This design comes from an exercise in tuning for a short achievable clock period and few clock cycles on the open sky130 flow, not from production work. Only simulation tests tie the RTL to the original design; equivalence was not proved. Power is estimated from default activity; no workload was simulated.

==> run G: inputs <==
// infix_expression_evaluator
module infix_expression_evaluator #(
	parameter int STACK_DEPTH = 16,
	parameter int VALUE_WIDTH = 32
) (
	input  wire logic        clk,
	input  wire logic        arst_n,
	input  wire logic        start,
	output logic             busy,
	input  wire logic [7:0]  symbol,
	input  wire logic        last,
	output logic             done,
	output logic [31:0]      value,
	output logic [1:0]       status
);
export LEC_CHECK = 0
export ABC_CLOCK_PERIOD_IN_PS = 1500
export CAP_MARGIN = 20
export CORE_MARGIN = 2
export CORE_UTILIZATION = 55
export SETUP_SLACK_MARGIN = 5
export SLEW_MARGIN = 20
create_clock -name core_clock -period 9.0 [get_ports {clk}]
standard.sh (not shown) runs the stock make flow with config.mk's settings and CLKGATE_MAP_FILE= SYNTH_SCRIPT=/design/flow/synth_recipe.tcl, a recipe that flattens the netlist after the stock synthesis.
==> flow/flow/run.sh <==
#!/bin/bash
set -o pipefail
bash standard.sh SETUP_SLACK_MARGIN=5.6 finish > standard_flow.log 2>&1
==> inputs of run E, as changes to run G <==
--- a/flow/design.v
+++ b/flow/design.v
@@ -29,58 +29,53 @@
 	output logic             dz,
 	output logic [31:0]      res
 );
 	typedef enum logic [3:0] {
 		A_IDLE = 4'd0,
 		A_ML   = 4'd1,
-		A_MF   = 4'd10,
 		A_D0   = 4'd2,
 		A_D0B  = 4'd3,
 		A_D1   = 4'd4,
 		A_D2   = 4'd5,
 		A_DL   = 4'd6,
 		A_DF   = 4'd7,
 		A_DFB  = 4'd8,
 		A_DONE = 4'd9
 	} astate_t;
 	astate_t     st_q;
-	logic        dz_q, neg_q, prev_q, mdone_q, sub_q;
-	logic [31:0] x_q, m_q, acc_q, pp_q, r_q, cs_q, cc_q, q_q;
+	logic        dz_q, neg_q, prev_q, ppc_q, mdone_q, sub_q;
+	logic [31:0] x_q, m_q, acc_q, pp_q, r_q;
 	logic [7:0]  f_q;
 	logic [5:0]  cnt_q;
 	logic [32:0] trial;
 	logic [31:0] acc_sum;
 	logic        co0, co1;
 	iee_add #(.W(33)) u_trial (
 		.a({r_q, x_q[31]}), .b({m_q[31], m_q} ^ {33{sub_q}}), .cin(sub_q),
 		.s(trial), .cout(co0)
 	);
-	iee_add #(.W(32)) u_acc (.a(cs_q), .b(cc_q), .cin(1'b0), .s(acc_sum), .cout(co1));
-	logic [31:0] nx, ninc, nres, nq, nqinc;
-	logic [7:0]  nall, nqall;
+	iee_add #(.W(32)) u_acc (.a(acc_q), .b(pp_q), .cin(ppc_q), .s(acc_sum), .cout(co1));
+	logic [31:0] nx, ninc, nres;
+	logic [7:0]  nall;
 	logic [8:0]  ncy;
 	assign nx = ~x_q;
-	assign nq = ~q_q;
 	for (genvar k = 0; k < 8; k++) begin : g_neg
-		assign ninc[k*4 +: 4]  = nx[k*4 +: 4] + 4'd1;
-		assign nall[k]         = &nx[k*4 +: 4];
-		assign nqinc[k*4 +: 4] = nq[k*4 +: 4] + 4'd1;
-		assign nqall[k]        = &nq[k*4 +: 4];
-		assign nres[k*4 +: 4]  = ncy[k] ? pp_q[k*4 +: 4] : nx[k*4 +: 4];
+		assign ninc[k*4 +: 4] = nx[k*4 +: 4] + 4'd1;
+		assign nall[k]        = &nx[k*4 +: 4];
+		assign nres[k*4 +: 4] = ncy[k] ? pp_q[k*4 +: 4] : nx[k*4 +: 4];
 	end
 	assign ncy[0] = 1'b1;
 	for (genvar k = 1; k < 9; k++) begin : g_ncy
 		assign ncy[k] = &f_q[k-1:0];
 	end
 	logic        bd_one, bd_two, bd_neg;
 	assign bd_neg = m_q[1] & ~(m_q[0] & prev_q);
 	assign bd_one = m_q[0] ^ prev_q;
 	assign bd_two = (m_q[1] & ~m_q[0] & ~prev_q) | (~m_q[1] & m_q[0] & prev_q);
-	logic [31:0] pp_mag, pp;
+	logic [31:0] pp_mag;
 	assign pp_mag = bd_one ? x_q : (bd_two ? {x_q[30:0], 1'b0} : 32'd0);
-	assign pp     = bd_neg ? ~pp_mag : pp_mag;
 	logic [31:0] n1a, n1b, n2a, n2b, n2c;
 	logic        z16, z8, z4, z2, z1;
 	assign z16 = (x_q[31:16] == '0);
 	assign n1a = z16 ? {x_q[15:0], 16'd0} : x_q;
 	assign z8  = (n1a[31:24] == '0);
 	assign n1b = z8 ? {n1a[23:0], 8'd0} : n1a;
@@ -92,14 +87,13 @@
 	assign n2c = z1 ? {n2b[30:0], 1'b0} : n2b;
 	always_ff @(posedge clk or negedge arst_n) begin
 		if (!arst_n) st_q <= A_IDLE;
 		else begin
 			unique case (st_q)
 				A_IDLE: if (start) st_q <= is_div ? A_D0 : A_ML;
-				A_ML:   if (mdone_q) st_q <= A_MF;
-				A_MF:   st_q <= A_DONE;
+				A_ML:   if (mdone_q) st_q <= A_DONE;
 				A_D0:   st_q <= (m_q == '0) ? A_DONE : A_D0B;
 				A_D0B:  st_q <= A_D1;
 				A_D1:   st_q <= A_D2;
 				A_D2:   st_q <= A_DL;
 				A_DL:   if (cnt_q <= 6'd1) st_q <= A_DF;
 				A_DF:   st_q <= A_DFB;
@@ -110,28 +104,28 @@
 	end
 	always_ff @(posedge clk) begin
 		unique case (st_q)
 			A_IDLE: if (start) begin
 				x_q     <= a;
 				m_q     <= b;
-				cs_q    <= '0;
-				cc_q    <= '0;
+				acc_q   <= '0;
+				pp_q    <= '0;
+				ppc_q   <= 1'b0;
 				prev_q  <= 1'b0;
 				dz_q    <= 1'b0;
 				mdone_q <= (b == 32'd0);
 			end
 			A_ML: begin
-				cs_q    <= cs_q ^ cc_q ^ pp;
-				cc_q    <= {(cs_q[30:0] & cc_q[30:0]) | (cs_q[30:0] & pp[30:0]) | (cc_q[30:0] & pp[30:0]),
-				            bd_neg & (bd_one | bd_two)};
+				acc_q   <= acc_sum;
+				pp_q    <= bd_neg ? ~pp_mag : pp_mag;
+				ppc_q   <= bd_neg & (bd_one | bd_two);
 				x_q     <= {x_q[29:0], 2'b00};
 				m_q     <= {{2{m_q[31]}}, m_q[31:2]};
 				prev_q  <= m_q[1];
 				mdone_q <= (m_q[31:1] == 31'd0) || (m_q[31:1] == 31'h7fff_ffff);
 			end
-			A_MF: acc_q <= acc_sum;
 			A_D0: begin
 				dz_q  <= (m_q == '0);
 				neg_q <= x_q[31] ^ m_q[31];
 				pp_q  <= ninc;
 				f_q   <= nall;
 			end
@@ -140,27 +134,24 @@
 				x_q   <= n1b;
 				cnt_q <= 6'd32 - {1'b0, z16, z8, 3'b000};
 			end
 			A_D2: begin
 				x_q   <= n2c;
 				r_q   <= '0;
-				q_q   <= '0;
 				sub_q <= ~m_q[31];
 				cnt_q <= cnt_q - {3'b000, z4, z2, z1};
 			end
 			A_DL: begin
 				r_q   <= trial[31:0];
-				x_q   <= {x_q[30:0], 1'b0};
-				q_q   <= {q_q[30:0], ~trial[31]};
+				x_q   <= {x_q[30:0], ~trial[31]};
 				sub_q <= ~(trial[31] ^ m_q[31]);
 				cnt_q <= cnt_q - 1'b1;
 			end
 			A_DF: begin
-				x_q  <= q_q;
-				pp_q <= nqinc;
-				f_q  <= nqall;
+				pp_q <= ninc;
+				f_q  <= nall;
 			end
 			A_DFB: acc_q <= neg_q ? nres : x_q;
 			default: ;
 		endcase
 	end
 	assign done = (st_q == A_DONE);
@@ -516,19 +507,21 @@
 			.take(take[n]), .res_v(res_v[n]), .res_val(res_val[n]), .res_st(res_st[n])
 		);
 		assign take[n] = res_v[n] && (rd_q == NB'(n));
 	end
 	always_ff @(posedge clk or negedge arst_n) begin
 		if (!arst_n) begin
-			rd_q <= '0;
-			done <= 1'b0;
+			rd_q   <= '0;
+			done   <= 1'b0;
+			value  <= '0;
+			status <= '0;
 		end else begin
 			done <= res_v[rd_q];
-			if (res_v[rd_q]) rd_q <= (rd_q == NB'(N-1)) ? '0 : NB'(rd_q + 1'b1);
+			if (res_v[rd_q]) begin
+				value  <= res_val[rd_q];
+				status <= res_st[rd_q];
+				rd_q   <= (rd_q == NB'(N-1)) ? '0 : NB'(rd_q + 1'b1);
+			end
 		end
 	end
-	always_ff @(posedge clk) begin
-		value  <= res_val[rd_q];
-		status <= res_st[rd_q];
-	end
 endmodule
 `default_nettype wire
- CORE_UTILIZATION: 55 -> 40
==> impl_metrics.csv <==
group,metric,value,unit
outcome,outcome,"no timing/DRC/antenna violations",
logic_synthesis,synth-xor-area-share,2.264,%
setup_path,timing.reg2reg.setup_slack,5460,ps
layout,clkbuf_count,773,
detailed_routing,drt_wl_total,721800,um
pwr,p_sw_share,41.39,%
logic_synthesis,yosys_register_bits,5064,
layout,num-nonclk-inverters,759,
setup_path,path_cells,"buf_12, buf_4, xor2_1, ha_1, nor2b_4, o21ai_4, a2111oi_4, o311ai_4, a2111o_1, nand4b_1, a31oi_4, o21bai_1, xnor2_1, nor2_1",
layout,num_antenna_cells,15,
[end of results for run G]
==> impl_metrics.csv <==
group,metric,value,unit
outcome,outcome,"finished with violations",
outcome,checkFailReasons,"antenna violations",
setup_path,timing.reg2reg.setup_slack,5210,ps
layout,num_antenna_cells,18,
layout,clkbuf_count,721,
pwr,p_sw_share,40.70,%
logic_synthesis,yosys_register_bits,4684,
detailed_routing,drt_wl_total,677200,um
detailed_routing,drt.antenna.violating_nets,1,
[end of results for run E]
Testbench counts of run G, summed over its fixed seeds: cycles 25,315.
Testbench counts of run E, summed over its fixed seeds: cycles 25,235.

separate check: timing with driven ports:
No port has a modelled driver above. Below, the same layouts with a new extraction and two added sets of constraints. Step 1 sets driving cells, clkbuf_16 on the clock port and buf_2 on the other inputs (assumed; they add their load-dependent delay and slew). Step 2 adds t to the input delays and takes it off the output delays; t is the mean of the earliest and latest rising clock arrival at the registers after step 1. Input paths then give back, and output paths get back, about the clock's delay inside the block. Three values: ideal ports, drivers, drivers and shift; two values: the first two.
run	shift t [ns]	slack for setup (ns)	hold WS [ns]	clock arrival spread, ns	pins driven straight from the clock port
run G	1.185	5.463 / 5.347 / 5.328	0.445 / 0.445 / 0.445	0.055 / 0.055	1
run E	1.182	5.206 / 5.206 / 5.047	0.425 / 0.425 / 0.425	0.086 / 0.086	1
For run E, which loses most, drivers alone change the setup slack by 0.000 ns; drivers and shift together by -0.159 ns. Setup slack includes reset recovery checks.
